Source: an optimization exercise on an open RTL-to-GDS flow (aim: small area, a short achievable clock period and few clock cycles per item). Production flows keep margins and buffers that such runs may drop.
At most, simulation tests tie the RTL to the original design; equivalence was not proved.
The RTL of runs 6 to 8 was laid out without a check of its function.
No activity file was given, so power comes from the tool's default toggle rates.

### design/flow/config.mk
export PLATFORM = sky130hd
export DESIGN_NAME = kmp_substring_search_core
export DESIGN_NICKNAME = kmp_substring_search_core
export VERILOG_FILES = /design/flow/design.v
export SDC_FILE = /design/flow/constraint.sdc
export NUM_CORES = 4
export LEC_CHECK = 0
export ABC_AREA = 1
export CAP_MARGIN = 20
export CORE_MARGIN = 2
export CORE_UTILIZATION = 65
export CTS_CLUSTER_DIAMETER = 100
export CTS_CLUSTER_SIZE = 28
export PLACE_DENSITY = 0.75
export SETUP_SLACK_MARGIN = 3.6
export SLEW_MARGIN = 20
### design/flow/constraint.sdc
create_clock -name core_clock -period 6.0 [get_ports {clk}]
set_input_delay 1.2000 -clock core_clock [delete_from_list [all_inputs] [get_ports {clk}]]
set_output_delay 1.2000 -clock core_clock [all_outputs]
set_load 0.01 [all_outputs]
### design/flow/design.v
`default_nettype none
package kmpss_pkg;
	localparam int unsigned MAX_PATTERN_DEF    = 64;
	localparam int unsigned POSITION_WIDTH_DEF = 32;
	localparam logic [1:0] STAT_BUSY     = 2'd0;
	localparam logic [1:0] STAT_FOUND    = 2'd1;
	localparam logic [1:0] STAT_NOTFOUND = 2'd2;
	localparam logic [1:0] STAT_OVERFLOW = 2'd3;
	localparam logic [1:0] SRCH_FRESH    = 2'd3;
endpackage
`default_nettype wire
`default_nettype none
module kmp_substring_search_core #(
	parameter int unsigned MAX_PATTERN    = kmpss_pkg::MAX_PATTERN_DEF,
	parameter int unsigned POSITION_WIDTH = kmpss_pkg::POSITION_WIDTH_DEF
) (
	input  wire logic        clk,
	input  wire logic        arst_n,
	input  wire logic        s_tvalid,
	output logic             s_tready,
	input  wire logic [7:0]  s_tdata,   
	input  wire logic [1:0]  s_tuser,   
	input  wire logic        s_tlast,
	output logic             m_tvalid,
	input  wire logic        m_tready,
	output logic [39:0]      m_tdata    
);
	localparam int unsigned N  = MAX_PATTERN;
	localparam int unsigned LW = $clog2(N + 1);
	localparam int unsigned PW = POSITION_WIDTH;
	logic          iv_q;
	logic          ifunc_q;
	logic          ifirst_q;
	logic          ilast_q;
	logic [7:0]    ibyte_q;
	logic          eq0_q;       
	logic          rdy_q;
	logic          en_q;        
	logic          qen_q;       
	logic [PW-1:0] pos_q;       
	logic          oload;       
	logic [8*N-1:0] q_q;         
	logic [N-1:1]   a_q;
	logic [LW-1:0]  len_q;
	logic [1:0]     st_q;
	logic [PW-1:0]  d_q;
	logic          ov_q;
	logic [1:0]    ostat_q;
	logic          o2v_q;
	logic [1:0]    o2stat_q;
	logic          rs;
	logic [1:0]    s_eff;
	logic          full;
	logic [N:0]    t;
	logic [N-1:0]  eq;
	logic [N:1]    a_eff;
	logic [N-1:1]  a_nxt;
	logic          found;
	logic [1:0]    res;
	logic          en;
	logic          acc;
	logic          pop;
	logic          iv_n;
	logic          ifunc_n;
	logic          ifirst_n;
	logic [1:0]    st_n;
	logic          ov_n;
	logic [1:0]    ostat_n;
	logic          o2v_n;
	logic [1:0]    o2stat_n;
	logic          en_n;
	logic [LW-1:0] len_n;
	logic          full_n;
	logic [PW-1:0] d_n;
	always_comb begin
		rs    = ifirst_q || (st_q == kmpss_pkg::SRCH_FRESH);
		s_eff = rs ? kmpss_pkg::STAT_BUSY : st_q;
		full  = !ifirst_q && (len_q == LW'(N));
		for (int k = 0; k <= N; k++) begin
			t[k] = (LW'(k) >= len_q);
		end
		eq[0] = eq0_q;
		for (int k = 1; k < N; k++) begin
			eq[k] = (ibyte_q == q_q[8*k +: 8]);
		end
		for (int k = 1; k < N; k++) begin
			a_eff[k] = rs ? t[k] : a_q[k];
		end
		a_eff[N] = 1'b1;
		for (int k = 1; k < N; k++) begin
			a_nxt[k] = t[k] || (a_eff[k+1] && eq[k]);
		end
		found = a_eff[1] && eq[0];
		if (!ifunc_q) begin
			res = full ? kmpss_pkg::STAT_OVERFLOW : kmpss_pkg::STAT_BUSY;
			st_n = kmpss_pkg::SRCH_FRESH;
		end else begin
			if (s_eff != kmpss_pkg::STAT_BUSY) begin
				res = s_eff;
			end else if (len_q == '0 || found) begin
				res = kmpss_pkg::STAT_FOUND;
			end else if (ilast_q) begin
				res = kmpss_pkg::STAT_NOTFOUND;
			end else begin
				res = kmpss_pkg::STAT_BUSY;
			end
			st_n = res;
		end
		en  = en_q;
		acc = s_tvalid && rdy_q;
		pop = ov_q && m_tready;
		if (!en) begin
			st_n = st_q;
		end
		ov_n     = ov_q;
		ostat_n  = ostat_q;
		o2v_n    = o2v_q;
		o2stat_n = o2stat_q;
		oload = pop || !ov_q;
		if (oload) begin
			if (o2v_q) begin
				ov_n    = 1'b1;
				ostat_n = o2stat_q;
				o2v_n   = 1'b0;
			end else begin
				ov_n = en;
				if (en) begin
					ostat_n = res;
				end
			end
		end else if (en) begin
			o2v_n    = 1'b1;
			o2stat_n = res;
		end
		iv_n     = acc || (iv_q && !en);
		ifunc_n  = acc ? s_tuser[0] : ifunc_q;
		ifirst_n = acc ? s_tuser[1] : ifirst_q;
		en_n = iv_n && !o2v_n;
		len_n = len_q;
		if (en && !ifunc_q && !full) begin
			len_n = ifirst_q ? LW'(1) : len_q + LW'(1);
		end
		full_n = !ifirst_n && (len_n == LW'(N));
		d_n = d_q;
		if (en && ifunc_q && s_eff == kmpss_pkg::STAT_BUSY) begin
			if (len_q == '0) begin
				d_n = '0;
			end else if (rs) begin
				d_n = PW'(1) - PW'(len_q);
			end else begin
				d_n = d_q + PW'(1);
			end
		end
	end
	always_ff @(posedge clk or negedge arst_n) begin
		if (!arst_n) begin
			iv_q   <= 1'b0;
			rdy_q  <= 1'b0;
			ov_q   <= 1'b0;
			o2v_q  <= 1'b0;
			st_q   <= kmpss_pkg::SRCH_FRESH;
			len_q  <= '0;
			en_q   <= 1'b0;
			qen_q  <= 1'b0;
		end else begin
			iv_q  <= iv_n;
			rdy_q <= !iv_n || en_n;
			ov_q  <= ov_n;
			o2v_q <= o2v_n;
			st_q  <= st_n;
			len_q <= len_n;
			en_q  <= en_n;
			qen_q <= en_n && !ifunc_n && !full_n;
		end
	end
	always_ff @(posedge clk) begin
		if (acc) begin
			ifunc_q  <= s_tuser[0];
			ifirst_q <= s_tuser[1];
			ilast_q  <= s_tlast;
			ibyte_q  <= s_tdata;
			eq0_q    <= (s_tdata == (qen_q ? ibyte_q : q_q[7:0]));
		end
		ostat_q  <= ostat_n;
		if (oload) begin
			pos_q <= (ostat_n == kmpss_pkg::STAT_FOUND) ? d_n : '0;
		end
		d_q      <= d_n;
		o2stat_q <= o2stat_n;
		if (qen_q) begin
			q_q <= {q_q[8*N-9:0], ibyte_q};
		end
		if (en) begin
			if (ifunc_q) begin
				a_q <= a_nxt;
			end
		end
	end
	assign s_tready = rdy_q;
	assign m_tvalid = ov_q;
	assign m_tdata  = {6'b0, pos_q, ostat_q};
endmodule
`default_nettype wire
### design/flow/run.sh
#!/bin/bash
# synth_recipe.tcl (not shown) runs the flow's synth.tcl, then flattens the netlist and writes it again
# the make line also repeats each setting of config.mk as NAME=value (left out here)
make -C /OpenROAD-flow-scripts/flow DESIGN_CONFIG=/design/flow/config.mk WORK_HOME=/design/flow/orfs CLKGATE_MAP_FILE= SYNTH_SCRIPT=/design/flow/synth_recipe.tcl finish
==> metrics.cfg, run 1 <==
[sta]
pins_over_their_slew_limit = 0
min_period_ns = 2.41
timing.clock.skew_ns = 0.0259
finalSetupTns_ns = 0
finalHoldViolations = 0
grt_setup_unrepaired = yes
post-route-worst-setup-slack_ns = 3.59
setup_viol_count_final = 0
max_clk_rate_mhz = 415
timing.final.crit_share_pct = 40.2
worst_slew_margin_rel_pct = 33.5
finalHoldWorstSlack_ns = 0.462
tightestPinTransition_ns = 0.998

[layout]
final_net_count = 2379
post_layout_nonfiller_instances = 2963
layout_common_cells = sky130_fd_sc_hd__edfxtp_1, sky130_fd_sc_hd__xnor2_1, sky130_fd_sc_hd__nand2_1
layout-area-overhead-vs-synth_pct = 8.03
post_route_cells_drive_above_1_share_pct = 11.7
utilization_pct = 71.1
final_common_cell = sky130_fd_sc_hd__edfxtp_1
antenna_cells = 0

[die]
die_w_um = 218
total_number_of_placement_rows = 78
io_pins = 57
die_h_um = 218
floorplan.initialDensity_pct = 65.8
core_um2 = 45300
die_area_um2 = 47600

[detailed_routing]
drt_pass1_iterations = 5
ant_nets = 0
drt_iter0_markers = 1955
wirelength_um = 67200
dr_total_vias = 18000
routed_wire_per_std_cell_um = 22.7
vias_per_cell = 6.07
detail_route.drc_violations = 0

[global_routing]
pin_count_of_the_biggest_net_entering_global_routing = 184
grt_overflow = 0
grt_busiest_layer = met2
grt_use_total_pct = 28.0
grt_first_pass_wirelength_um = 101000
global_route.usage.met2_pct = 45.7
grtUsageMet1_pct = 40.1
first_global_vias = 17600
grt_util_met3_pct = 4.16
number_of_antenna_violations_at_the_first_check_in_global_routing = 0

[clock_tree]
cts_max_level = 1
clk_transition_reported_paths_ns = 0.11
cts-hold-fix-buffers = 0
num_cts_buffers = 27
largest_buffer_count_on_any_clock_path = 3
cts_tree = built
cts_num_sinks = 670
cts-root-buf = sky130_fd_sc_hd__clkbuf_16
clk-insertion-delay-late_ns = 0.61

[placement]
dp_cells = 2870
detailed_place_hpwl_um = 41000
weighted_congestion_at_the_end_of_routability_driven_global_placement = 0.910
pre_cts_slack_ns = 2.26
io_buffer_count = 50

[hold_path]
timing.hold.worst.class = flip-flop to flip-flop

[synthesis]
postSynthCellCount = 2296
post_synthesis_cell_area_um2 = 29800
cell_variety_after_synth = 57
synthesis.area_per_instance_um2 = 13.0
asyncSetResetFlopFracSynth_pct = 2.24
yosys_warnings = 1
synth_top_flop_cell = sky130_fd_sc_hd__edfxtp_1
edff_count_synth = 619
share_of_the_yosys_chip_area_belonging_to_registers_pct = 66.1
flops_latches_synth = 670

[critical_path]
critical_path.max_stage_delay_ns = 0.43
crit_arrival_ns = 1.21
end_kind = output pin
path_delay_family = flip-flops
max_fo_critical_path = 1
cp-start-kind = flip-flop
cp_num_buf_inv = 1
crit_path_top_delay_cell = sky130_fd_sc_hd__edfxtp_1
critical_path_class = flip-flop to output pin
worst-endpoint-required_ns = 4.80
worst_path_cell_chain = buf_2

[power]
leakagePower_nw = 10.3
pwr_density_cell_nw_per_um2 = 420
peakVddDrop_mv = 0.414

[outcome]
status = finished clean

[flow_run]
maximum_capacitance_violations = 0

## per-stage QoR
step           power, W  cell area [um^2]
2_1_floorplan   0.00981             29800
4_1_cts          0.0133             31800
3_5_place_dp     0.0108             30800
3_3_place_gp     0.0107             30800
5_1_grt          0.0141             32200
6_report         0.0135             32200
## layer usage
layer,share of wire [%],up-vias
li1,-,8168
met1,42,8956
met2,48,738
met3,8.1,115
met4,2.4,0
met5,0,-
## logic make-up (layout without fill, tap and decap cells)
group                      count (synthesis)  count (layout)  share of synthesized area, %
AOI/OAI and AO/OA                        233             234                          5.01
and+or+nand+nor                          661             664                          10.7
xor gates and xnor gates                 485             485                          14.3
buffers and inverters                    235             293                          3.53
DFF                                      670             670                          66.1
other                                      1               6                        0.0126
muxes                                      1               1                        0.0336
adders and majority gates                 10              10                         0.420
## worst paths after layout
| path | start | end | slack, ns | depth (start not counted) |
|---|---|---|---|---|
| min in group asynchronous | arst_n | rdy_q | 1.03 | 1 |
| max in group asynchronous | arst_n | len_q[3] | 4.41 | 1 |
| setup / recovery | pos_q[2] | m_tdata[4] | 3.59 | 1 |
| setup reg to reg | len_q[2] | a_q[35] | 3.65 | 8 |
| hold / removal | q_q[2] | q_q[10] | 0.46 | 0 |
| hold reg to reg | q_q[2] | q_q[10] | 0.46 | 0 |
## state kept, by name, summed over array words and instances (netlist names), 2 cells and up
| register | cells |
|---|---|
| len_q | 7 |
| o2stat_q | 2 |
| q_q | 512 |
| ibyte_q | 8 |
| a_q | 63 |
| st_q | 2 |
| pos_q | 32 |
| ostat_q | 2 |
| d_q | 32 |
## cells in the mapped netlist, drive strengths merged (13+ instances only)
cell / count / area share [%]
inv: 135 / 1.7
o31ai: 18 / 0.45
dfrtp: 13 / 1.1
nand4: 79 / 1.7
xor2: 219 / 6.4
buf: 76 / 1.5
nor3: 24 / 0.42
nor4: 51 / 1.1
nor2: 153 / 2.2
nand2: 267 / 3.5
nand3: 43 / 0.76
dfxtp: 36 / 2.4
or2: 33 / 0.69
a21oi: 48 / 0.84
a22oi: 22 / 0.57
o21ai: 78 / 1.3
edfxtp: 619 / 62
clkbuf: 24 / 0.30
xnor2: 266 / 7.8
## where the power goes
| group | total (W) | internal (W) | switching, W |
|---|---|---|---|
| clock | 0.00217 | 0.000835 | 0.00133 |
| combinational | 0.00412 | 0.00145 | 0.00267 |
| sequential | 0.00721 | 0.00654 | 0.000671 |
| total | 0.0135 | 0.00883 | 0.00468 |
## repair_timing
| item | in CTS | in global routing |
|---|---|---|
| pin swaps | 6 | 7 |
| buffers inserted | 28 | 18 |
| resized for setup | 187 | 42 |
| setup endpoints to repair | 171 | 99 |
| cloned | 7 | 2 |
## cell type report
type,count,area [um^2]
clock buffers,37,713
clock inverters,1,3.75
fillers,3044,13100
inverters,135,532
multi-input cells,1400,9340
flip-flops and latches,670,19700
well taps,600,751
repair buffers,118,1130
repair inverters,2,15.0
Testbench counts, summed over its fixed seeds: cycles 25,211, items 25,187.
==> run 2, diff against run 1 <==
--- a/design/flow/design.v
+++ b/design/flow/design.v
@@ -38,7 +38,6 @@
 	logic          en_q;        
 	logic          qen_q;       
 	logic [PW-1:0] pos_q;       
-	logic          oload;       
 	logic [8*N-1:0] q_q;         
 	logic [N-1:1]   a_q;
 	logic [LW-1:0]  len_q;
@@ -69,6 +68,8 @@
 	logic          o2v_n;
 	logic [1:0]    o2stat_n;
 	logic          en_n;
+	logic          fp_n;
+	logic          fresh_n;
 	logic [LW-1:0] len_n;
 	logic          full_n;
 	logic [PW-1:0] d_n;
@@ -116,8 +117,7 @@
 		ostat_n  = ostat_q;
 		o2v_n    = o2v_q;
 		o2stat_n = o2stat_q;
-		oload = pop || !ov_q;
-		if (oload) begin
+		if (pop || !ov_q) begin
 			if (o2v_q) begin
 				ov_n    = 1'b1;
 				ostat_n = o2stat_q;
@@ -132,10 +132,14 @@
 			o2v_n    = 1'b1;
 			o2stat_n = res;
 		end
+		fp_n = (ov_n && ostat_n == kmpss_pkg::STAT_FOUND) ||
+		       (o2v_n && o2stat_n == kmpss_pkg::STAT_FOUND);
+		fresh_n = en ? !ifunc_q : (st_q == kmpss_pkg::SRCH_FRESH);
 		iv_n     = acc || (iv_q && !en);
 		ifunc_n  = acc ? s_tuser[0] : ifunc_q;
 		ifirst_n = acc ? s_tuser[1] : ifirst_q;
-		en_n = iv_n && !o2v_n;
+		en_n = iv_n && !o2v_n &&
+		       !(ifunc_n && (ifirst_n || fresh_n) && fp_n);
 		len_n = len_q;
 		if (en && !ifunc_q && !full) begin
 			len_n = ifirst_q ? LW'(1) : len_q + LW'(1);
@@ -182,9 +186,7 @@
 			eq0_q    <= (s_tdata == (qen_q ? ibyte_q : q_q[7:0]));
 		end
 		ostat_q  <= ostat_n;
-		if (oload) begin
-			pos_q <= (ostat_n == kmpss_pkg::STAT_FOUND) ? d_n : '0;
-		end
+		pos_q    <= (ostat_n == kmpss_pkg::STAT_FOUND) ? d_n : '0;
 		d_q      <= d_n;
 		o2stat_q <= o2stat_n;
 		if (qen_q) begin
==> metrics.cfg, run 2 <==
[synthesis]
edff_count_synth = 585
share_of_the_yosys_chip_area_belonging_to_registers_pct = 65.3
synth.top_cells.by_area = sky130_fd_sc_hd__edfxtp_1, sky130_fd_sc_hd__xnor2_1, sky130_fd_sc_hd__xor2_1
synth_top_flop_cell = sky130_fd_sc_hd__edfxtp_1
yosys_warnings = 1
yosys.area.top_type_share_pct = 59.3
cell_variety_after_synth = 66
netlist.top_cell.by_area = sky130_fd_sc_hd__edfxtp_1
asyncSetResetFlopFracSynth_pct = 2.24
synth_common_cells = sky130_fd_sc_hd__edfxtp_1, sky130_fd_sc_hd__nand2_1, sky130_fd_sc_hd__xnor2_1, sky130_fd_sc_hd__xor2_1, sky130_fd_sc_hd__nor2_1
post_synthesis_cell_area_um2 = 29600
postSynthCellCount = 2310
yosys.cell_count.top_type = sky130_fd_sc_hd__edfxtp_1
flops_latches_synth = 670
synthesis.area_per_instance_um2 = 12.8

[critical_path]
worst-r2r-cell-count = 6
cp_num_cells = 1
crit_path_top_delay_cell = sky130_fd_sc_hd__dfxtp_2
path_delay_family = flip-flops
crit_path_start = pos_q[24]
cp_num_buf_inv = 1
max_fo_critical_path = 1
crit_arrival_ns = 1.17
worst_path_cell_chain = clkdlybuf4s15_2
end_kind = output pin
crit-reg2reg-launch = ibyte_q[4]
critical_path_class = flip-flop to output pin
worst-endpoint-required_ns = 4.80
critical_path.max_stage_delay_ns = 0.35
cp-start-kind = flip-flop

[die]
total_number_of_placement_rows = 78
die_h_um = 217
die_w_um = 217
io_pins = 57
die_area_um2 = 47300
core_um2 = 45200
floorplan.initialDensity_pct = 65.5

[sta]
grt_setup_unrepaired = yes
pins_over_their_slew_limit = 0
timing.final.crit_share_pct = 39.5
timing.clock.skew_ns = 0.0208
min_period_ns = 2.37
max_clk_rate_mhz = 422
finalHoldViolations = 0
tightestPinTransition_ns = 1.14
finalSetupTns_ns = 0
worst_slew_margin_rel_pct = 24.3
finalHoldWorstSlack_ns = 0.458
setup_viol_count_final = 0

[detailed_routing]
drt_iter0_markers = 1926
ant_nets = 0
detail_route.drc_violations = 0
drt_pass1_iterations = 6
routed_wire_per_std_cell_um = 23.6
vias_per_cell = 6.09
wirelength_um = 70300
dr_total_vias = 18200

[placement]
io_buffer_count = 50
weighted_congestion_at_the_end_of_routability_driven_global_placement = 0.955
detailed_place_hpwl_um = 45400
cell_area_reported_after_detailed_placement_um2 = 30600

[layout]
utilization_pct = 71.2
largest_register = q_q
antenna_cells = 0
stdcell_area_um2 = 32200
post_route_cells_drive_above_1_share_pct = 11.7
fillerInstances = 3023
layout_common_cells = sky130_fd_sc_hd__edfxtp_1, sky130_fd_sc_hd__xnor2_1, sky130_fd_sc_hd__nand2_1
final_common_cell = sky130_fd_sc_hd__edfxtp_1
biggestRegsByFlops = q_q x512, a_q x63
final_net_count = 2387
largest_register_ff_count = 512
layout-area-overhead-vs-synth_pct = 8.60

[global_routing]
grt_first_pass_wirelength_um = 105000
number_of_antenna_violations_at_the_first_check_in_global_routing = 1
pin_count_of_the_biggest_net_entering_global_routing = 189
first_global_vias = 17600
grt_overflow = 0
grt_use_total_pct = 29.7

[clock_tree]
cts_tree = built
cts_num_sinks = 670
cts_max_level = 1
cts-root-buf = sky130_fd_sc_hd__clkbuf_16
clk_transition_reported_paths_ns = 0.11
num_cts_buffers = 27
largest_buffer_count_on_any_clock_path = 3
clk-insertion-delay-late_ns = 0.61
cts-hold-fix-buffers = 0

[power]
pwr_density_cell_nw_per_um2 = 439
leakagePower_nw = 10.2
peakVddDrop_mv = 0.311
post-layout-total-power_w = 0.0141

[flow_run]
maximum_capacitance_violations = 0

[hold_path]
timing.hold.worst.class = flip-flop to flip-flop
hold_path.startpoint = q_q[5]
worstHoldPathCells = 0

[outcome]
status = finished clean

-- run 2: logic make-up after synthesis --
family	Yosys count	share of synthesized area, %
other	1	0.0127
buffers and inverters	245	3.64
adders and majority gates	10	0.422
and+or+nand+nor	654	11.0
xor gates and xnor gates	474	14.0
muxes	2	0.0676
AOI/OAI and AO/OA	254	5.56
DFF	670	65.3
-- run 2: through the flow --
stage	cells	worst slack, ns
final	2982	3.63
after detailed placement	2890	2.56
after global placement	2890	2.51
after CTS	2969	3.60
after floorplan	2315	1.17
after global routing	2982	3.51
-- run 2: report_power, final --
group	switching (W)	leakage (nW)	internal (W)	total (W)
clock	0.00133	0.365	0.000877	0.00221
sequential	0.000826	5.59	0.00669	0.00751
combinational	0.00285	4.28	0.00153	0.00438
-- run 2: final timing paths --
check                              end  slack (ns)
hold / removal                 q_q[13]        0.46
setup reg to reg               a_q[55]        3.65
max in group asynchronous     len_q[3]        4.33
setup / recovery           m_tdata[26]        3.63
hold reg to reg                q_q[13]        0.46
min in group asynchronous        o2v_q        1.07
-- run 2: per-layer routing --
layer | track usage, % | routed length [um]
met4 | 8.15 | 2140
met3 | 4.85 | 5680
met1 | 44.0 | 30300
met2 | 46.2 | 32300
met5 | 0 | 0
-- run 2: layout make-up --
type | instances | area, um^2 | share of cell area [%]
inverters | 145 | 598 | 1.86
well taps | 600 | 751 | 2.33
repair buffers | 116 | 1220 | 3.81
multi-input cells | 1402 | 9450 | 29.4
flip-flops and latches | 670 | 19400 | 60.2
clock buffers | 49 | 768 | 2.39
-- run 2: timing repair --
item	4_1_cts	5_1_grt
endpoints found under the setup margin	333	86
resized for setup	148	46
buffers inserted	26	13
pin swaps	5	3
cloned	4	0
Testbench counts of run 2, summed over its fixed seeds: cycles 25,255, items 25,187.
==> run 3, diff against run 2 <==
--- a/design/flow/config.mk
+++ b/design/flow/config.mk
@@ -8,9 +8,9 @@
 export ABC_AREA = 1
 export CAP_MARGIN = 20
 export CORE_MARGIN = 2
-export CORE_UTILIZATION = 65
+export CORE_UTILIZATION = 78
 export CTS_CLUSTER_DIAMETER = 100
 export CTS_CLUSTER_SIZE = 28
-export PLACE_DENSITY = 0.75
+export PLACE_DENSITY = 0.86
 export SETUP_SLACK_MARGIN = 3.6
 export SLEW_MARGIN = 20
==> metrics.cfg, run 3 <==
[outcome]
status = finished clean

[global_routing]
pin_count_of_the_biggest_net_entering_global_routing = 210
grt_first_pass_wirelength_um = 109000
first_global_vias = 18500
grt_use_total_pct = 37.3
grt_overflow = 0
number_of_antenna_violations_at_the_first_check_in_global_routing = 1

[critical_path]
crit_arrival_ns = 2.77
crit-reg2reg-launch = ibyte_q[6]
cp-start-kind = flip-flop
critical_path_class = flip-flop to flip-flop
crit_path_start = ibyte_q[6]
timing.rr.end = a_q[56]
end_kind = flip-flop
max_fo_critical_path = 17
worst-r2r-cell-count = 5
worst-endpoint-required_ns = 6.37
worst-r2r-setup-slack_ns = 3.59
endpoint = a_q[56]

[sta]
pins_over_their_slew_limit = 0
finalHoldViolations = 0
max_clk_rate_mhz = 416
grt_setup_unrepaired = yes
tightestPinTransition_ns = 1.06
timing.final.crit_share_pct = 40.1
worst_slew_margin_rel_pct = 29.4
finalSetupTns_ns = 0
setup_viol_count_final = 0
min_period_ns = 2.41
timing.clock.skew_ns = 0.0240

[synthesis]
post_synthesis_cell_area_um2 = 29600
asyncSetResetFlopFracSynth_pct = 2.24
synth.top_cells.by_area = sky130_fd_sc_hd__edfxtp_1, sky130_fd_sc_hd__xnor2_1, sky130_fd_sc_hd__xor2_1
yosys_warnings = 1
share_of_the_yosys_chip_area_belonging_to_registers_pct = 65.3
cell_variety_after_synth = 66
yosys.cell_count.top_type = sky130_fd_sc_hd__edfxtp_1
netlist.top_cell.by_area = sky130_fd_sc_hd__edfxtp_1
edff_count_synth = 585
postSynthCellCount = 2310
synth_common_cells = sky130_fd_sc_hd__edfxtp_1, sky130_fd_sc_hd__nand2_1, sky130_fd_sc_hd__xnor2_1, sky130_fd_sc_hd__xor2_1, sky130_fd_sc_hd__nor2_1
synthesis.area_per_instance_um2 = 12.8
flops_latches_synth = 670
yosys.area.top_type_share_pct = 59.3
synth_top_flop_cell = sky130_fd_sc_hd__edfxtp_1

[power]
p_sw_share_pct = 36.3
power.combinational.fraction_pct = 31.5
post-layout-total-power_w = 0.0143
leakagePower_nw = 10.2
power_report.internal_total_w = 0.00908
part_of_the_power_in_the_clock_network_pct = 15.7
p_switching_w = 0.00518
seq_power_share_pct = 52.8
pwr_density_cell_nw_per_um2 = 448
peakVddDrop_mv = 0.511

[die]
die_area_um2 = 39500
die_h_um = 199
core_um2 = 37500
total_number_of_placement_rows = 71
io_pins = 57
die_w_um = 199
floorplan.initialDensity_pct = 79.0

[clock_tree]
cts-hold-fix-buffers = 0
cts-root-buf = sky130_fd_sc_hd__clkbuf_16
largest_buffer_count_on_any_clock_path = 3
cts_num_sinks = 670
clk-insertion-delay-late_ns = 0.62
cts_max_level = 1
cts_tree = built
clk_transition_reported_paths_ns = 0.11
num_cts_buffers = 27

[layout]
fillerInstances = 1800
layout_common_cells = sky130_fd_sc_hd__edfxtp_1, sky130_fd_sc_hd__nand2_1, sky130_fd_sc_hd__xnor2_1
biggestRegsByFlops = q_q x512, a_q x63
post_route_cells_drive_above_1_share_pct = 10.9
final_common_cell = sky130_fd_sc_hd__edfxtp_1
layout-area-overhead-vs-synth_pct = 7.65
antenna_cells = 0
final_net_count = 2376
stdcell_area_um2 = 31900
utilization_pct = 85.0
largest_register_ff_count = 512
largest_register = q_q
post_layout_nonfiller_instances = 2883

[detailed_routing]
dr_total_vias = 19000
vias_per_cell = 6.60
ant_nets = 0
wirelength_um = 74400
detail_route.drc_violations = 0
drt_iter0_markers = 2683
routed_wire_per_std_cell_um = 25.8
drt_pass1_iterations = 6

[placement]
weighted_congestion_at_the_end_of_routability_driven_global_placement = 1.00
cell_area_reported_after_detailed_placement_um2 = 30500
io_buffer_count = 50
detailed_place_hpwl_um = 47000
dp_cells = 2801

[flow_run]
maximum_capacitance_violations = 0

[hold_path]
timing.hold.worst.class = flip-flop to flip-flop

run 3: what timing repair did:
action / CTS / global route
setup endpoints to repair: 175 / 90
resized for setup: 120 / 70
gates cloned: 4 / 0
pin swaps: 3 / 5
setup buffers: 12 / 15
run 3: final cells by class:
type	count	area [um^2]	share of cell area, %
Sequential cell	670	19400	60.7
Multi-Input combinational cell	1401	9360	29.4
Timing Repair Buffer	106	1140	3.58
Clock buffer	49	768	2.41
Tap cell	511	639	2.01
Inverter	145	599	1.88
Clock inverter	1	8.76	0.0275
run 3: worst max-delay path, stage by stage (launching register included):
cell and delay, ns:
sky130_fd_sc_hd__edfxtp_1 0.48, sky130_fd_sc_hd__clkinvlp_4 0.55, sky130_fd_sc_hd__or2_2 0.51, sky130_fd_sc_hd__nand4_1 0.15, sky130_fd_sc_hd__nor4_4 0.09, sky130_fd_sc_hd__a221o_1 0.35
run 3: cells by family (layout without fill, tap and decap cells):
logic type / Yosys count / count (layout) / synth area share [%]
and+or+nand+nor: 654 / 655 / 11.0
DFF: 670 / 670 / 65.3
buffers and inverters: 245 / 301 / 3.64
other: 1 / 6 / 0.0127
adders and majority gates: 10 / 10 / 0.422
muxes: 2 / 2 / 0.0676
xor gates and xnor gates: 474 / 474 / 14.0
AOI/OAI and AO/OA: 254 / 254 / 5.56
run 3: worst min path at each step:
stage                     from       to  cells after the start
floorplan           ibyte_q[0]   q_q[0]                      0
global placement        q_q[7]  q_q[15]                      0
detailed placement      q_q[3]  q_q[11]                      0
CTS                     q_q[7]  q_q[15]                      0
global route            q_q[0]   q_q[8]                      0
finish                  q_q[0]   q_q[8]                      0
run 3: metal layers:
metal | up-vias | part of all wire [%] | GRT usage [%]
li1 | 8173 | - | -
met1 | 9355 | 37 | 51.1
met2 | 1271 | 48 | 60.6
met3 | 228 | 10 | 6.29
met4 | 2 | 4.6 | 15.1
met5 | - | 0.017 | 0
run 3: per-stage QoR:
step                      hold WS [ns]  setup slack, ns
after floorplan                  0.421             1.17
after CTS                        0.463             3.60
after detailed placement         0.435             2.70
final                            0.462             3.59
after global placement           0.424             2.80
after global routing             0.471             3.52
run 3: power by group through the flow:
| stage | clock network [W] | logic [W] | registers, W |
|---|---|---|---|
| detailed placement | 0 | 0.00389 | 0.00761 |
| finish | 0.00224 | 0.00449 | 0.00754 |
| global placement | 0 | 0.00369 | 0.00755 |
| global route | 0.00236 | 0.00481 | 0.00761 |
| CTS | 0.00221 | 0.00420 | 0.00750 |
| floorplan | 0 | 0.00246 | 0.00784 |
==> run 4, diff against run 3 <==
--- a/design/flow/config.mk
+++ b/design/flow/config.mk
@@ -8,9 +8,10 @@
 export ABC_AREA = 1
 export CAP_MARGIN = 20
 export CORE_MARGIN = 2
-export CORE_UTILIZATION = 78
+export CORE_UTILIZATION = 65
 export CTS_CLUSTER_DIAMETER = 100
 export CTS_CLUSTER_SIZE = 28
-export PLACE_DENSITY = 0.86
-export SETUP_SLACK_MARGIN = 3.6
+export PLACE_DENSITY = 0.75
+export SETUP_SLACK_MARGIN = 3.9
 export SLEW_MARGIN = 20
+export TNS_END_PERCENT = 10
==> metrics.cfg, run 4 <==
[sta]
pins_over_their_slew_limit = 0
tightestPinTransition_ns = 0.977
min_period_ns = 2.36
grt_setup_unrepaired = yes
finalSetupTns_ns = 0
worst_slew_margin_rel_pct = 34.8
setup_viol_count_final = 0
timing.clock.skew_ns = 0.0289
max_clk_rate_mhz = 425
timing.final.crit_share_pct = 39.3
finalHoldViolations = 0

[outcome]
status = finished clean

[flow_run]
maximum_capacitance_violations = 0

[critical_path]
worst_path_cell_chain = buf_2
crit-reg2reg-launch = len_q[6]
cp_num_buf_inv = 1
max_fo_critical_path = 2
crit_path_start = ov_q
end_kind = output pin
cp-start-kind = flip-flop
crit_path_top_delay_cell = sky130_fd_sc_hd__dfrtp_1
worst-endpoint-required_ns = 4.80
critical_path.max_stage_delay_ns = 0.40
critical_path_class = flip-flop to output pin
path_delay_family = flip-flops
crit_arrival_ns = 1.16

[detailed_routing]
drt_iter0_markers = 2182
ant_nets = 0
dr_total_vias = 18600
routed_wire_per_std_cell_um = 24.6
wl_met3_um = 6440
vias_per_cell = 6.15
detail_route.drc_violations = 0
detail_route.wirelength.met1_um = 31000
met2WireLength_um = 35100
topRoutingLayerUsed = met4
drt_pass1_iterations = 5
wirelength_um = 74700

[hold_path]
timing.hold.worst.class = flip-flop to flip-flop
hold_path.startpoint = q_q[42]

[layout]
fillerInstances = 2972
layout_common_cells = sky130_fd_sc_hd__edfxtp_1, sky130_fd_sc_hd__xnor2_1, sky130_fd_sc_hd__xor2_1
layout-area-overhead-vs-synth_pct = 11.8
post_route_cells_drive_above_1_share_pct = 16.4
largest_register_ff_count = 512
antenna_cells = 0
final_net_count = 2436
largest_register = q_q
final_common_cell = sky130_fd_sc_hd__edfxtp_1
biggestRegsByFlops = q_q x512, a_q x63
utilization_pct = 73.3

[clock_tree]
clk_transition_reported_paths_ns = 0.12
largest_buffer_count_on_any_clock_path = 3
cts-hold-fix-buffers = 0
num_cts_buffers = 27
clk-insertion-delay-late_ns = 0.62
cts_max_level = 1
cts-root-buf = sky130_fd_sc_hd__clkbuf_16
cts_num_sinks = 670
cts_tree = built

[synthesis]
share_of_the_yosys_chip_area_belonging_to_registers_pct = 65.3
yosys.cell_count.top_type = sky130_fd_sc_hd__edfxtp_1
asyncSetResetFlopFracSynth_pct = 2.24
post_synthesis_cell_area_um2 = 29600
synthesis.area_per_instance_um2 = 12.8
edff_count_synth = 585
netlist.top_cell.by_area = sky130_fd_sc_hd__edfxtp_1
cell_variety_after_synth = 66
synth.top_cells.by_area = sky130_fd_sc_hd__edfxtp_1, sky130_fd_sc_hd__xnor2_1, sky130_fd_sc_hd__xor2_1
yosys.area.top_type_share_pct = 59.3
synth_top_flop_cell = sky130_fd_sc_hd__edfxtp_1
postSynthCellCount = 2310
yosys_warnings = 1
synth_common_cells = sky130_fd_sc_hd__edfxtp_1, sky130_fd_sc_hd__nand2_1, sky130_fd_sc_hd__xnor2_1, sky130_fd_sc_hd__xor2_1, sky130_fd_sc_hd__nor2_1
flops_latches_synth = 670

[die]
io_pins = 57
die_h_um = 217
die_w_um = 217
core_um2 = 45200
total_number_of_placement_rows = 78
floorplan.initialDensity_pct = 65.5
die_area_um2 = 47300

[power]
pwr_density_cell_nw_per_um2 = 441
leakagePower_nw = 10.7
peakVddDrop_mv = 0.363

[global_routing]
grt_overflow = 0
first_global_vias = 18000
grt_first_pass_wirelength_um = 106000
grt_use_total_pct = 30.0
pin_count_of_the_biggest_net_entering_global_routing = 158
number_of_antenna_violations_at_the_first_check_in_global_routing = 0

[placement]
detailed_place_hpwl_um = 44900
weighted_congestion_at_the_end_of_routability_driven_global_placement = 1.00
io_buffer_count = 50

==> run 4: cell type report <==
cell class / instances / area [um^2] / area share (%)
Clock inverter: 1 / 8.76 / 0.0264
Tap cell: 600 / 751 / 2.27
Timing Repair Buffer: 162 / 1880 / 5.69
Inverter: 145 / 613 / 1.85
Sequential cell: 670 / 19400 / 58.5
Clock buffer: 49 / 768 / 2.32
Multi-Input combinational cell: 1405 / 9710 / 29.3
==> run 4: path summary, 6_finish.rpt <==
check,endpoint,slack (ns),depth (start not counted)
max in group asynchronous,len_q[4],4.30,1
setup / recovery,m_tvalid,3.64,1
hold reg to reg,q_q[50],0.46,0
min in group asynchronous,len_q[6],1.07,1
setup reg to reg,a_q[27],3.75,10
hold / removal,q_q[50],0.46,0
==> run 4: kinds of logic after synthesis <==
family          after synthesis  synth area share, %
flops                       670                 65.3
simple gates                654                 11.0
xor+xnor                    474                 14.0
compound gates              254                 5.56
buf+inv                     245                 3.64
fa+ha+maj                    10                0.422
mux                           2               0.0676
other cells                   1               0.0127
==> run 4: stage by stage <==
step	worst slack (ns)	power (W)	cells	hold slack, ns	area, um^2
2_1_floorplan	1.17	0.0103	2315	0.421	29600
5_1_grt	3.61	0.0152	3032	0.469	33100
3_3_place_gp	2.74	0.0113	2893	0.438	30600
4_1_cts	3.62	0.0143	2987	0.469	32300
6_report	3.64	0.0146	3032	0.459	33100
3_5_place_dp	2.74	0.0115	2893	0.435	30600
==> run 4: timing repair <==
item	CTS	global route
gates resized for setup	230	139
buffers inserted	35	38
cloned	9	7
pin swaps	17	21
setup endpoints to repair	180	235
==> run 4: power breakdown <==
| part | internal (W) | leakage, nW | total, W | switching, W |
|---|---|---|---|---|
| clock network | 0.000880 | 0.369 | 0.00224 | 0.00136 |
| logic | 0.00176 | 4.74 | 0.00487 | 0.00311 |
| registers | 0.00669 | 5.59 | 0.00750 | 0.000816 |
==> run 4: metal layers <==
metal / global-route usage (%) / up-vias
met1: 42.6 / 9326
met4: 8.38 / 0
met3: 5.22 / 127
met2: 48.2 / 854
met5: 0 / -
li1: - / 8328
==> run 5, diff against run 4 <==
--- a/design/flow/config.mk
+++ b/design/flow/config.mk
@@ -12,6 +12,6 @@
 export CTS_CLUSTER_DIAMETER = 100
 export CTS_CLUSTER_SIZE = 28
 export PLACE_DENSITY = 0.75
-export SETUP_SLACK_MARGIN = 3.9
+export SETUP_SLACK_MARGIN = 3.75
 export SLEW_MARGIN = 20
-export TNS_END_PERCENT = 10
+export TNS_END_PERCENT = 25
==> metrics.cfg, run 5 <==
[critical_path]
timing.rr.end = a_q[39]
cp-start-kind = flip-flop
path_delay_family = flip-flops
cp_num_buf_inv = 1
crit_arrival_ns = 1.17
critical_path_class = flip-flop to output pin
worst-r2r-cell-count = 12
end_kind = output pin
crit-reg2reg-launch = len_q[2]
worst-endpoint-required_ns = 4.80
worst_path_cell_chain = clkdlybuf4s15_2
crit_path_top_delay_cell = sky130_fd_sc_hd__dfxtp_2
max_fo_critical_path = 1
worst-r2r-setup-slack_ns = 3.71
critical_path.max_stage_delay_ns = 0.34

[synthesis]
asyncSetResetFlopFracSynth_pct = 2.24
share_of_the_yosys_chip_area_belonging_to_registers_pct = 65.3
synth_top_flop_cell = sky130_fd_sc_hd__edfxtp_1
synthesis.area_per_instance_um2 = 12.8
postSynthCellCount = 2310
synth_xor_area_share_pct = 14.0
cell_variety_after_synth = 66
synth_common_cells = sky130_fd_sc_hd__edfxtp_1, sky130_fd_sc_hd__nand2_1, sky130_fd_sc_hd__xnor2_1, sky130_fd_sc_hd__xor2_1, sky130_fd_sc_hd__nor2_1
netlist.top_cell.by_area = sky130_fd_sc_hd__edfxtp_1
synth_adder_area_share_pct = 0.422
yosys_warnings = 1
dominant_combinational_cell_family_by_area_after_synthesis = XOR/XNOR gates
synth.mux.area_fraction_pct = 0.0676
post_synthesis_cell_area_um2 = 29600
flops_latches_synth = 670
yosys.cell_count.top_type = sky130_fd_sc_hd__edfxtp_1
yosys.area_share.simple_pct = 11.0
synth.top_cells.by_area = sky130_fd_sc_hd__edfxtp_1, sky130_fd_sc_hd__xnor2_1, sky130_fd_sc_hd__xor2_1
edff_count_synth = 585
yosys.area.top_type_share_pct = 59.3
synth_compound_gate_area_share_pct = 5.56

[placement]
pre_cts_slack_ns = 2.74
io_buffer_count = 50
detailed_place_hpwl_um = 44900
weighted_congestion_at_the_end_of_routability_driven_global_placement = 1.00

[global_routing]
pin_count_of_the_biggest_net_entering_global_routing = 158
first_global_vias = 17800
grt_overflow = 0
grt_use_total_pct = 29.4
number_of_antenna_violations_at_the_first_check_in_global_routing = 0
grt_first_pass_wirelength_um = 105000

[detailed_routing]
detail_route.wirelength.met1_um = 30800
vias_per_cell = 6.10
dr_total_vias = 18300
topRoutingLayerUsed = met4
wirelength_um = 71200
drt_iter0_markers = 2007
wl_met3_um = 5190
routed_wire_per_std_cell_um = 23.8
drt_pass1_iterations = 6
ant_nets = 0
met2WireLength_um = 33700
detail_route.drc_violations = 0

[layout]
largest_register_ff_count = 512
largest_register = q_q
layout_common_cells = sky130_fd_sc_hd__edfxtp_1, sky130_fd_sc_hd__xnor2_1, sky130_fd_sc_hd__nand2_1
biggestRegsByFlops = q_q x512, a_q x63
layout-area-overhead-vs-synth_pct = 9.48
antenna_cells = 0
post_route_cells_drive_above_1_share_pct = 13.1
final_common_cell = sky130_fd_sc_hd__edfxtp_1
final_net_count = 2395
fillerInstances = 3043

[sta]
setup_viol_count_final = 0
timing.clock.skew_ns = 0.0234
worst_slew_margin_rel_pct = 33.6
min_period_ns = 2.37
finalHoldWorstSlack_ns = 0.467
max_clk_rate_mhz = 423
tightestPinTransition_ns = 0.996
timing.final.crit_share_pct = 39.4
post-route-worst-setup-slack_ns = 3.63
grt_setup_unrepaired = yes
finalSetupTns_ns = 0
finalHoldViolations = 0
pins_over_their_slew_limit = 0

[clock_tree]
cts_tree = built
largest_buffer_count_on_any_clock_path = 3
clk_transition_reported_paths_ns = 0.11
cts_max_level = 1
cts-hold-fix-buffers = 0
num_cts_buffers = 27
cts_num_sinks = 670
cts-root-buf = sky130_fd_sc_hd__clkbuf_16
clk-insertion-delay-late_ns = 0.62

[hold_path]
timing.hold.worst.class = flip-flop to flip-flop
hold_path.startpoint = q_q[5]
worstHoldPathCells = 0
hold_end = q_q[13]

[die]
floorplan.initialDensity_pct = 65.5
die_w_um = 217
io_pins = 57
die_area_um2 = 47300
total_number_of_placement_rows = 78
core_um2 = 45200
die_h_um = 217

[power]
power_report.internal_total_w = 0.00914
pwr_density_cell_nw_per_um2 = 440
p_sw_share_pct = 36.0
p_switching_w = 0.00513
part_of_the_power_in_the_clock_network_pct = 15.7
peakVddDrop_mv = 0.362
power.combinational.fraction_pct = 31.7
leakagePower_nw = 10.4
seq_power_share_pct = 52.6

[flow_run]
maximum_capacitance_violations = 0

[outcome]
status = finished clean

-- run 5: cell counts after synthesis --
Identical to the previous run, type by type.
-- run 5: cell families after synthesis --
group | after synthesis
compound gates | 254
xor+xnor | 474
buf+inv | 245
mux | 2
other cells | 1
flops | 670
fa+ha+maj | 10
simple gates | 654
-- run 5: final cells by class --
class | instances | area (um^2) | share of cell area (%)
flip-flops and latches | 670 | 19400 | 59.8
multi-input cells | 1405 | 9570 | 29.5
repair buffers | 121 | 1350 | 4.16
clock buffers | 49 | 768 | 2.37
well taps | 600 | 751 | 2.32
inverters | 145 | 609 | 1.88
clock inverters | 1 | 8.76 | 0.0270
-- run 5: worst max-delay path by stage --
stage	from	endpoint	slack [ns]	cells past startpoint
final	pos_q[29]	m_tdata[31]	3.63	1
after global placement	len_q[6]	a_q[44]	2.74	9
after global routing	ibyte_q[4]	a_q[26]	3.60	7
after detailed placement	len_q[6]	pos_q[15]	2.74	14
after floorplan	qen_q	eq0_q	1.17	6
after CTS	pos_q[0]	m_tdata[2]	3.60	1
-- run 5: through the flow --
stage	cells	total power [W]	util [%]	area, um^2
detailed placement	2893	0.0115	67.8	30600
global route	2991	0.0149	71.8	32400
global placement	2893	0.0113	67.8	30600
finish	2991	0.0143	71.8	32400
floorplan	2315	0.0103	-	29600
CTS	2965	0.0140	70.7	31900
-- run 5: power groups by stage --
stage                     sequential (W)  clock [W]  combinational (W)
after floorplan                  0.00784          0            0.00245
after global placement           0.00754          0            0.00379
after detailed placement         0.00758          0            0.00390
after CTS                        0.00749    0.00227            0.00426
after global routing             0.00760    0.00240            0.00490
final                            0.00751    0.00224            0.00453
-- run 5: per-layer routing --
metal  vias to the layer above  global-route usage [%]
met3                       115                    3.65
met1                      9190                    42.9
li1                       8228                       -
met5                         -                       0
met2                       724                    47.7
met4                         0                    7.03
-- run 5: repair_timing --
item,in CTS,in global routing
endpoints found under the setup margin,180,132
pin swaps,5,10
setup buffers,17,21
gates resized for setup,162,97
cloned,5,5
==> run 6, diff against run 5 <==
--- a/design/flow/design.v
+++ b/design/flow/design.v
@@ -85,7 +85,7 @@
 			eq[k] = (ibyte_q == q_q[8*k +: 8]);
 		end
 		for (int k = 1; k < N; k++) begin
-			a_eff[k] = rs ? t[k] : a_q[k];
+			a_eff[k] = t[k] || (a_q[k] && !ifirst_q);
 		end
 		a_eff[N] = 1'b1;
 		for (int k = 1; k < N; k++) begin
@@ -193,9 +193,7 @@
 			q_q <= {q_q[8*N-9:0], ibyte_q};
 		end
 		if (en) begin
-			if (ifunc_q) begin
-				a_q <= a_nxt;
-			end
+			a_q <= ifunc_q ? a_nxt : '0;
 		end
 	end
 	assign s_tready = rdy_q;
==> metrics.cfg, run 6 <==
[outcome]
status = finished clean

[layout]
layout-area-overhead-vs-synth_pct = 9.86
largest_register = q_q
final_common_cell = sky130_fd_sc_hd__edfxtp_1
stdcell_area_um2 = 32900
biggestRegsByFlops = q_q x512, a_q x63
final_net_count = 2562
antenna_cells = 0
layout_common_cells = sky130_fd_sc_hd__edfxtp_1, sky130_fd_sc_hd__nand2_1, sky130_fd_sc_hd__xor2_1
largest_register_ff_count = 512
post_layout_nonfiller_instances = 3158
post_route_cells_drive_above_1_share_pct = 16.9

[sta]
finalSetupTns_ns = 0
timing.final.crit_share_pct = 40.1
min_period_ns = 2.41
post-route-worst-setup-slack_ns = 3.59
pins_over_their_slew_limit = 0
finalHoldViolations = 0
grt_setup_unrepaired = yes
setup_viol_count_final = 0
max_clk_rate_mhz = 415
timing.clock.skew_ns = 0.0209
worst_slew_margin_rel_pct = 25.2
tightestPinTransition_ns = 1.12

[synthesis]
postSynthCellCount = 2467
share_of_the_yosys_chip_area_belonging_to_registers_pct = 64.5
yosys.area.top_type_share_pct = 58.6
post_synthesis_cell_area_um2 = 30000
asyncSetResetFlopFracSynth_pct = 2.24
synth.top_cells.by_area = sky130_fd_sc_hd__edfxtp_1, sky130_fd_sc_hd__xor2_1, sky130_fd_sc_hd__nand2_1
synth_top_flop_cell = sky130_fd_sc_hd__edfxtp_1
edff_count_synth = 585
synth_common_cells = sky130_fd_sc_hd__edfxtp_1, sky130_fd_sc_hd__nand2_1, sky130_fd_sc_hd__xor2_1, sky130_fd_sc_hd__xnor2_1, sky130_fd_sc_hd__inv_1
netlist.top_cell.by_area = sky130_fd_sc_hd__edfxtp_1
flops_latches_synth = 670
cell_variety_after_synth = 60
yosys_warnings = 1
yosys.cell_count.top_type = sky130_fd_sc_hd__edfxtp_1
synthesis.area_per_instance_um2 = 12.2

[global_routing]
number_of_antenna_violations_at_the_first_check_in_global_routing = 0
grt_first_pass_wirelength_um = 106000
first_global_vias = 18600
grt_overflow = 0
pin_count_of_the_biggest_net_entering_global_routing = 185
grt_use_total_pct = 29.1

[critical_path]
crit_path_top_delay_cell = sky130_fd_sc_hd__dfrtp_2
cp-start-kind = flip-flop
worst-endpoint-required_ns = 6.34
crit_arrival_ns = 2.75
critPathMostFrequentCell = sky130_fd_sc_hd__buf_4
end_kind = flip-flop
path_delay_family = simple AND/OR/NAND/NOR gates
cp_num_buf_inv = 3
critical_path.max_stage_delay_ns = 0.48
critical_path_class = flip-flop to flip-flop
worst_path_cell_chain = buf_4 > buf_4 > nand2_1 > nor2_1 > o41ai_2 > buf_4 > nand2_1 > nand4_1 > a21oi_1
max_fo_critical_path = 5

[hold_path]
timing.hold.worst.class = flip-flop to flip-flop

[detailed_routing]
ant_nets = 0
drt_iter0_markers = 2425
detail_route.drc_violations = 0
drt_pass1_iterations = 5
wirelength_um = 71600
routed_wire_per_std_cell_um = 22.7
dr_total_vias = 19200
vias_per_cell = 6.09

[power]
seq_power_share_pct = 52.4
part_of_the_power_in_the_clock_network_pct = 15.2
p_sw_share_pct = 36.0
leakagePower_nw = 11.1
peakVddDrop_mv = 0.427
power_report.internal_total_w = 0.00951
power.combinational.fraction_pct = 32.4
p_switching_w = 0.00534
pwr_density_cell_nw_per_um2 = 451

[placement]
weighted_congestion_at_the_end_of_routability_driven_global_placement = 0.976
dp_cells = 3045
pre_cts_slack_ns = 2.87
cell_area_reported_after_detailed_placement_um2 = 31000
io_buffer_count = 50
detailed_place_hpwl_um = 43600

[die]
io_pins = 57
die_area_um2 = 47800
die_h_um = 219
total_number_of_placement_rows = 78
floorplan.initialDensity_pct = 65.9
die_w_um = 219
core_um2 = 45500

[clock_tree]
cts-root-buf = sky130_fd_sc_hd__clkbuf_16
cts-hold-fix-buffers = 0
num_cts_buffers = 27
largest_buffer_count_on_any_clock_path = 3
cts_tree = built
cts_num_sinks = 670
clk-insertion-delay-late_ns = 0.62
clk_transition_reported_paths_ns = 0.11
cts_max_level = 1

[flow_run]
maximum_capacitance_violations = 0

[run 6: metal layers]
layer | wire length (um) | track usage [%] | up-vias
li1 | - | - | 8731
met1 | 28800 | 40.9 | 9510
met2 | 33900 | 46.9 | 886
met3 | 6980 | 5.94 | 113
met4 | 1800 | 7.52 | 0
met5 | 0 | 0 | -
[run 6: cell families (layout without fill, tap and decap cells)]
group           count (synthesis)  after routing  share of synthesized area (%)
compound gates                242            242                           5.00
xor+xnor                      393            393                           11.5
fa+ha+maj                      10             10                          0.417
buf+inv                       256            337                           3.66
flops                         670            670                           64.5
other cells                     1              6                         0.0125
simple gates                  895            900                           14.9
[run 6: final timing paths]
| path | start | end | slack, ns | cells past startpoint |
|---|---|---|---|---|
| max in group asynchronous | arst_n | qen_q | 4.37 | 1 |
| min in group asynchronous | arst_n | ov_q | 1.04 | 1 |
| setup / recovery | len_q[3] | a_q[61] | 3.59 | 9 |
| hold reg to reg | q_q[0] | q_q[8] | 0.45 | 0 |
| setup reg to reg | len_q[3] | a_q[61] | 3.59 | 9 |
| hold / removal | q_q[0] | q_q[8] | 0.45 | 0 |
[run 6: through the flow]
stage | hold slack, ns | utilization (%) | total power [W]
global route | 0.468 | 72.4 | 0.0155
finish | 0.454 | 72.4 | 0.0149
CTS | 0.454 | 71.2 | 0.0145
global placement | 0.430 | 68.1 | 0.0116
detailed placement | 0.430 | 68.1 | 0.0118
floorplan | 0.421 | - | 0.0106
[run 6: power groups by stage]
stage	Sequential (W)	Combinational [W]	Clock, W
after floorplan	0.00817	0.00245	0
after global placement	0.00787	0.00377	0
after detailed placement	0.00792	0.00387	0
after CTS	0.00774	0.00443	0.00228
after global routing	0.00790	0.00523	0.00242
final	0.00778	0.00482	0.00225
[run 6: final cells by class]
class	count	area [um^2]
multi-input cells	1551	9940
well taps	600	751
repair inverters	2	13.8
repair buffers	135	1440
clock buffers	49	768
fillers	3113	12500
flip-flops and latches	670	19400
clock inverters	1	8.76
inverters	150	633
[run 6: timing repair]
| action | in CTS | in global routing |
|---|---|---|
| resized for setup | 196 | 98 |
| setup endpoints to repair | 254 | 137 |
| setup buffers | 31 | 22 |
| pin swaps | 11 | 21 |
| endpoints found under the hold margin | 0 | 0 |
| gates cloned | 4 | 6 |
==> run 7, diff against run 6 <==
--- a/design/flow/config.mk
+++ b/design/flow/config.mk
@@ -12,6 +12,5 @@
 export CTS_CLUSTER_DIAMETER = 100
 export CTS_CLUSTER_SIZE = 28
 export PLACE_DENSITY = 0.75
-export SETUP_SLACK_MARGIN = 3.75
+export SETUP_SLACK_MARGIN = 3.6
 export SLEW_MARGIN = 20
-export TNS_END_PERCENT = 25
==> metrics.cfg, run 7 <==
[detailed_routing]
drt_iter0_markers = 2382
wirelength_um = 70600
dr_total_vias = 19200
vias_per_cell = 6.12
detail_route.drc_violations = 0
routed_wire_per_std_cell_um = 22.5
ant_nets = 0
drt_pass1_iterations = 9

[die]
die_area_um2 = 47800
total_number_of_placement_rows = 78
core_um2 = 45500
io_pins = 57
floorplan.initialDensity_pct = 65.9
die_h_um = 219
die_w_um = 219

[global_routing]
grt_busiest_layer = met2
grt_first_pass_wirelength_um = 107000
number_of_antenna_violations_at_the_first_check_in_global_routing = 1
grt_use_total_pct = 29.3
grtUsageMet1_pct = 42.6
grt_overflow = 0
pin_count_of_the_biggest_net_entering_global_routing = 218
first_global_vias = 18800
global_route.usage.met2_pct = 48.1
grt_util_met3_pct = 3.84

[layout]
final-seq-area_um2 = 19400
final_net_count = 2541
multiInputGateArea_um2 = 9760
final_common_cell = sky130_fd_sc_hd__edfxtp_1
largest_register_ff_count = 512
post_route_cells_drive_above_1_share_pct = 15.2
fillerInstances = 3201
post_layout_nonfiller_instances = 3138
stdcell_area_um2 = 32400
biggestRegsByFlops = q_q x512, a_q x63
largest_register = q_q
layout-area-overhead-vs-synth_pct = 8.09
layout_common_cells = sky130_fd_sc_hd__edfxtp_1, sky130_fd_sc_hd__nand2_1, sky130_fd_sc_hd__xor2_1

[sta]
timing.final.crit_share_pct = 40.1
pins_over_their_slew_limit = 0
post-route-worst-setup-slack_ns = 3.59
timing.clock.skew_ns = 0.0266
worst_slew_margin_rel_pct = 39.1
setup_viol_count_final = 0
max_clk_rate_mhz = 415
finalHoldViolations = 0
min_period_ns = 2.41
tightestPinTransition_ns = 0.902
finalSetupTns_ns = 0
grt_setup_unrepaired = yes

[clock_tree]
cts_num_sinks = 670
cts_max_level = 1
cts-root-buf = sky130_fd_sc_hd__clkbuf_16
num_cts_buffers = 27
cts-hold-fix-buffers = 0
clk-insertion-delay-late_ns = 0.63
cts_tree = built
clk_transition_reported_paths_ns = 0.11
largest_buffer_count_on_any_clock_path = 3

[hold_path]
timing.hold.worst.class = flip-flop to flip-flop

[critical_path]
cp_num_buf_inv = 2
max_fo_critical_path = 10
crit_path_top_delay_cell = sky130_fd_sc_hd__dfrtp_2
crit_arrival_ns = 2.93
critPathMostFrequentCell = sky130_fd_sc_hd__nor2_1
critical_path.max_stage_delay_ns = 0.45
path_delay_family = simple AND/OR/NAND/NOR gates
critical_path_class = flip-flop to flip-flop
worst_path_cell_chain = clkinv_4 > ha_2 > inv_1 > nor2_4 > nand4_1 > nand2_2 > nor2_8 > nand3_1 > nor2_1 > a21oi_1 > o21a_1 > nand2_1 > nor2_2 > nor2_1
worst-endpoint-required_ns = 6.53
cp-start-kind = flip-flop
end_kind = flip-flop

[placement]
dp_cells = 3043
pre_cts_slack_ns = 2.85
cell_area_reported_after_detailed_placement_um2 = 31000
detailed_place_hpwl_um = 44200
io_buffer_count = 50
weighted_congestion_at_the_end_of_routability_driven_global_placement = 0.988

[synthesis]
synth.top_cells.by_area = sky130_fd_sc_hd__edfxtp_1, sky130_fd_sc_hd__xor2_1, sky130_fd_sc_hd__nand2_1
synthesis.area_per_instance_um2 = 12.2
post_synthesis_cell_area_um2 = 30000
edff_count_synth = 585
asyncSetResetFlopFracSynth_pct = 2.24
postSynthCellCount = 2467
share_of_the_yosys_chip_area_belonging_to_registers_pct = 64.5
synth_top_flop_cell = sky130_fd_sc_hd__edfxtp_1
yosys.area.top_type_share_pct = 58.6
synth_common_cells = sky130_fd_sc_hd__edfxtp_1, sky130_fd_sc_hd__nand2_1, sky130_fd_sc_hd__xor2_1, sky130_fd_sc_hd__xnor2_1, sky130_fd_sc_hd__inv_1
yosys.cell_count.top_type = sky130_fd_sc_hd__edfxtp_1
cell_variety_after_synth = 60
yosys_warnings = 1
netlist.top_cell.by_area = sky130_fd_sc_hd__edfxtp_1
flops_latches_synth = 670

[power]
post-layout-total-power_w = 0.0145
pwr_density_cell_nw_per_um2 = 448
leakagePower_nw = 10.9
peakVddDrop_mv = 0.574

[outcome]
status = finished clean

[flow_run]
maximum_capacitance_violations = 0

==> run 7: cell counts after synthesis <==
No cell type changed its count.
==> run 7: what timing repair did <==
| item | in CTS | in global routing |
|---|---|---|
| resized for setup | 153 | 70 |
| setup endpoints to repair | 159 | 219 |
| pin swaps | 6 | 12 |
| cloned | 2 | 0 |
| buffers inserted | 21 | 20 |
==> run 7: cell families (layout without fill, tap and decap cells) <==
| kind of cell | after synthesis | in the layout | share of synthesized area, % |
|---|---|---|---|
| xor+xnor | 393 | 393 | 11.5 |
| other cells | 1 | 7 | 0.0125 |
| buf+inv | 256 | 319 | 3.66 |
| simple gates | 895 | 897 | 14.9 |
| flops | 670 | 670 | 64.5 |
| compound gates | 242 | 242 | 5.00 |
| fa+ha+maj | 10 | 10 | 0.417 |
==> run 7: path summary, 6_finish.rpt <==
path	cells past startpoint	start	end	slack, ns
min in group asynchronous	1	arst_n	len_q[0]	1.05
max in group asynchronous	1	arst_n	en_q	4.34
worst min-delay path	0	q_q[3]	q_q[11]	0.46
worst max register to register	14	len_q[1]	qen_q	3.59
worst max-delay path	14	len_q[1]	qen_q	3.59
worst min register to register	0	q_q[3]	q_q[11]	0.46
==> run 7: power breakdown <==
part	internal [W]	switching, W	leakage, nW
clock	0.000880	0.00138	0.369
sequential	0.00691	0.000893	5.79
combinational	0.00150	0.00294	4.75
==> run 7: layout make-up <==
cell class / instances / area share [%]
Multi-Input combinational cell: 1548 / 30.1
Inverter: 150 / 1.97
Clock inverter: 1 / 0.0270
Timing Repair Buffer: 119 / 3.37
Clock buffer: 49 / 2.37
Antenna cell: 1 / 0.00772
Tap cell: 600 / 2.32
Sequential cell: 670 / 59.8
==> run 7: routing by layer <==
layer,wire length [um],part of all wire [%]
met1,29400,42
met2,33500,47
met3,6300,8.9
met4,1380,1.9
met5,0,0
==> run 7: worst reg2reg max path: stages, from the launching register on <==
cell and delay [ns]:
sky130_fd_sc_hd__dfrtp_2 0.45, sky130_fd_sc_hd__clkinv_4 0.09, sky130_fd_sc_hd__ha_2 0.18, sky130_fd_sc_hd__inv_1 0.08, sky130_fd_sc_hd__nor2_4 0.17, sky130_fd_sc_hd__nand4_1 0.19
sky130_fd_sc_hd__nand2_2 0.19, sky130_fd_sc_hd__nor2_8 0.08, sky130_fd_sc_hd__nand3_1 0.18, sky130_fd_sc_hd__nor2_1 0.09, sky130_fd_sc_hd__a21oi_1 0.16, sky130_fd_sc_hd__o21a_1 0.19
sky130_fd_sc_hd__nand2_1 0.09, sky130_fd_sc_hd__nor2_2 0.13, sky130_fd_sc_hd__nor2_1 0.05
==> run 7: metrics by stage <==
step	util, %	hold WS, ns
after CTS	70.7	0.457
after global routing	71.2	0.473
after global placement	68.1	0.429
after floorplan	-	0.421
final	71.2	0.462
after detailed placement	68.1	0.431
==> run 8, diff against run 7 <==
--- a/design/flow/design.v
+++ b/design/flow/design.v
@@ -33,7 +33,6 @@
 	logic          ifirst_q;
 	logic          ilast_q;
 	logic [7:0]    ibyte_q;
-	logic          eq0_q;       
 	logic          rdy_q;
 	logic          en_q;        
 	logic          qen_q;       
@@ -67,9 +66,8 @@
 	logic [1:0]    ostat_n;
 	logic          o2v_n;
 	logic [1:0]    o2stat_n;
+	logic          fp_n;
 	logic          en_n;
-	logic          fp_n;
-	logic          fresh_n;
 	logic [LW-1:0] len_n;
 	logic          full_n;
 	logic [PW-1:0] d_n;
@@ -80,12 +78,11 @@
 		for (int k = 0; k <= N; k++) begin
 			t[k] = (LW'(k) >= len_q);
 		end
-		eq[0] = eq0_q;
+		for (int k = 0; k < N; k++) begin
+			eq[k] = (ibyte_q == q_q[8*k +: 8]);
+		end
 		for (int k = 1; k < N; k++) begin
-			eq[k] = (ibyte_q == q_q[8*k +: 8]);
-		end
-		for (int k = 1; k < N; k++) begin
-			a_eff[k] = t[k] || (a_q[k] && !ifirst_q);
+			a_eff[k] = rs ? t[k] : a_q[k];
 		end
 		a_eff[N] = 1'b1;
 		for (int k = 1; k < N; k++) begin
@@ -132,14 +129,13 @@
 			o2v_n    = 1'b1;
 			o2stat_n = res;
 		end
-		fp_n = (ov_n && ostat_n == kmpss_pkg::STAT_FOUND) ||
-		       (o2v_n && o2stat_n == kmpss_pkg::STAT_FOUND);
-		fresh_n = en ? !ifunc_q : (st_q == kmpss_pkg::SRCH_FRESH);
 		iv_n     = acc || (iv_q && !en);
 		ifunc_n  = acc ? s_tuser[0] : ifunc_q;
 		ifirst_n = acc ? s_tuser[1] : ifirst_q;
+		fp_n = (ov_n && ostat_n == kmpss_pkg::STAT_FOUND) ||
+		       (o2v_n && o2stat_n == kmpss_pkg::STAT_FOUND);
 		en_n = iv_n && !o2v_n &&
-		       !(ifunc_n && (ifirst_n || fresh_n) && fp_n);
+		       !(ifunc_n && (ifirst_n || st_n == kmpss_pkg::SRCH_FRESH) && fp_n);
 		len_n = len_q;
 		if (en && !ifunc_q && !full) begin
 			len_n = ifirst_q ? LW'(1) : len_q + LW'(1);
@@ -183,7 +179,6 @@
 			ifirst_q <= s_tuser[1];
 			ilast_q  <= s_tlast;
 			ibyte_q  <= s_tdata;
-			eq0_q    <= (s_tdata == (qen_q ? ibyte_q : q_q[7:0]));
 		end
 		ostat_q  <= ostat_n;
 		pos_q    <= (ostat_n == kmpss_pkg::STAT_FOUND) ? d_n : '0;
@@ -193,7 +188,9 @@
 			q_q <= {q_q[8*N-9:0], ibyte_q};
 		end
 		if (en) begin
-			a_q <= ifunc_q ? a_nxt : '0;
+			if (ifunc_q) begin
+				a_q <= a_nxt;
+			end
 		end
 	end
 	assign s_tready = rdy_q;
==> design/flow/config.mk (replaced) <==
export PLATFORM = sky130hd
export DESIGN_NAME = kmp_substring_search_core
export DESIGN_NICKNAME = kmp_substring_search_core
export VERILOG_FILES = /design/flow/design.v
export SDC_FILE = /design/flow/constraint.sdc
export NUM_CORES = 4
export LEC_CHECK = 0
export CAP_MARGIN = 20
export CORE_MARGIN = 2
export CORE_UTILIZATION = 65
export PLACE_DENSITY = 0.75
export SETUP_SLACK_MARGIN = 3.8
export SLEW_MARGIN = 20
==> metrics.cfg, run 8 <==
[die]
die_w_um = 215
total_number_of_placement_rows = 77

[clock_tree]
cts-root-buf = sky130_fd_sc_hd__clkbuf_16
clk_transition_reported_paths_ns = 0.07
cts_max_level = 3
cts_num_sinks = 669
cts_tree = built
largest_buffer_count_on_any_clock_path = 3
cts-hold-fix-buffers = 0

[layout]
largest_register = q_q
layout-area-overhead-vs-synth_pct = 21.6
biggestRegsByFlops = q_q x512, a_q x63
fillerInstances = 2288
stdcell_area_um2 = 35100
layout_common_cells = sky130_fd_sc_hd__edfxtp_1, sky130_fd_sc_hd__xnor2_1, sky130_fd_sc_hd__xor2_1

[global_routing]
grt_overflow = 0
global_route.usage.met2_pct = 48.7
grt_first_pass_wirelength_um = 107000

[flow_run]
maximum_capacitance_violations = 0

[detailed_routing]
drt_iter0_markers = 2705

[critical_path]
worst_path_cell_chain = buf_12 > xnor2_2 > nand4_1 > a211o_4 > buf_4 > a21oi_1 > o22ai_2 > o32ai_2 > nand3_1
endpoint = rdy_q
crit-reg2reg-launch = ibyte_q[1]
critical_path.max_stage_delay_ns = 0.47
crit_path_top_delay_cell = sky130_fd_sc_hd__edfxtp_1
end_kind = flip-flop
crit_path_start = ibyte_q[1]
cp_num_buf_inv = 2

[sta]
grt_setup_unrepaired = yes
pins_over_their_slew_limit = 0
min_period_ns = 2.48
timing.final.crit_share_pct = 41.3
worst_slew_margin_rel_pct = 31.7
setup_viol_count_final = 0

[outcome]
status = finished clean

[power]
peakVddDrop_mv = 0.358
part_of_the_power_in_the_clock_network_pct = 23.2
p_switching_w = 0.00597
leakagePower_nw = 11.7

[placement]
pre_cts_slack_ns = 1.98

[synthesis]
synth_common_cells = sky130_fd_sc_hd__edfxtp_1, sky130_fd_sc_hd__xnor2_1, sky130_fd_sc_hd__xor2_1, sky130_fd_sc_hd__nand2_1, sky130_fd_sc_hd__nand4_1
post_synthesis_cell_area_um2 = 28900
flops_latches_synth = 669
asyncSetResetFlopFracSynth_pct = 2.24
share_of_the_yosys_chip_area_belonging_to_registers_pct = 66.9
yosys_warnings = 1
synth_top_flop_cell = sky130_fd_sc_hd__edfxtp_1
yosys.area.top_type_share_pct = 60.8
edff_count_synth = 584

run 8: per-layer routing:
layer | vias to the layer above | part of all wire (%)
li1 | 8042 | -
met1 | 9514 | 38
met2 | 1221 | 46
met3 | 275 | 11
met4 | 2 | 4.6
met5 | - | 0.012
run 8: cell type report:
class | count | area, um^2 | share of cell area [%]
multi-input cells | 1269 | 9900 | 28.2
clock buffers | 95 | 1920 | 5.48
repair buffers | 245 | 2880 | 8.20
flip-flops and latches | 669 | 19400 | 55.2
clock inverters | 29 | 203 | 0.577
inverters | 18 | 88.8 | 0.253
diodes | 1 | 2.50 | 0.00713
well taps | 592 | 741 | 2.11
run 8: power by group through the flow:
stage	Combinational [W]	Sequential (W)	Clock [W]
2_1_floorplan	0.00251	0.00830	0
3_3_place_gp	0.00371	0.00810	0
3_5_place_dp	0.00381	0.00815	0
4_1_cts	0.00457	0.00805	0.00412
5_1_grt	0.00577	0.00826	0.00431
6_report	0.00548	0.00814	0.00412
run 8: kinds of logic (layout without fill, tap and decap cells):
family	count (synthesis)	after routing	share of synthesized area [%]
DFF	669	669	66.9
xor gates and xnor gates	515	515	15.6
and+or+nand+nor	436	439	8.06
AOI/OAI and AO/OA	287	290	6.56
buffers and inverters	132	387	2.07
adders and majority gates	10	10	0.433
muxes	9	9	0.321
other	1	7	0.0130
run 8: timing repair:
item,in CTS,in global routing
pin swaps,30,54
gates resized for setup,286,172
endpoints found under the setup margin,623,136
cloned,16,12
buffers inserted,86,63
run 8: worst reg2reg max path: stages (launching register included):
cell                       delay, ns
sky130_fd_sc_hd__edfxtp_1       0.47
sky130_fd_sc_hd__buf_12         0.18
sky130_fd_sc_hd__xnor2_2        0.13
sky130_fd_sc_hd__nand4_1        0.27
sky130_fd_sc_hd__a211o_4        0.39
sky130_fd_sc_hd__buf_4          0.15
sky130_fd_sc_hd__a21oi_1        0.24
sky130_fd_sc_hd__o22ai_2        0.16
sky130_fd_sc_hd__o32ai_2        0.25
sky130_fd_sc_hd__nand3_1        0.10
run 8: worst min-delay path by stage:
stage / start / endpoint / slack [ns] / cells after the start
final: q_q[470] / q_q[478] / 0.46 / 0
after floorplan: o2stat_q[1] / o2stat_q[1] / 0.42 / 2
after detailed placement: q_q[470] / q_q[478] / 0.45 / 0
after global placement: o2stat_q[1] / o2stat_q[1] / 0.44 / 2
after CTS: q_q[470] / q_q[478] / 0.46 / 0
after global routing: q_q[26] / q_q[34] / 0.47 / 0
run 8: through the flow:
step | hold WS [ns] | power (W) | cells
3_5_place_dp | 0.454 | 0.0120 | 2616
6_report | 0.464 | 0.0177 | 2918
2_1_floorplan | 0.418 | 0.0108 | 2064
4_1_cts | 0.465 | 0.0167 | 2842
3_3_place_gp | 0.435 | 0.0118 | 2616
5_1_grt | 0.473 | 0.0183 | 2917
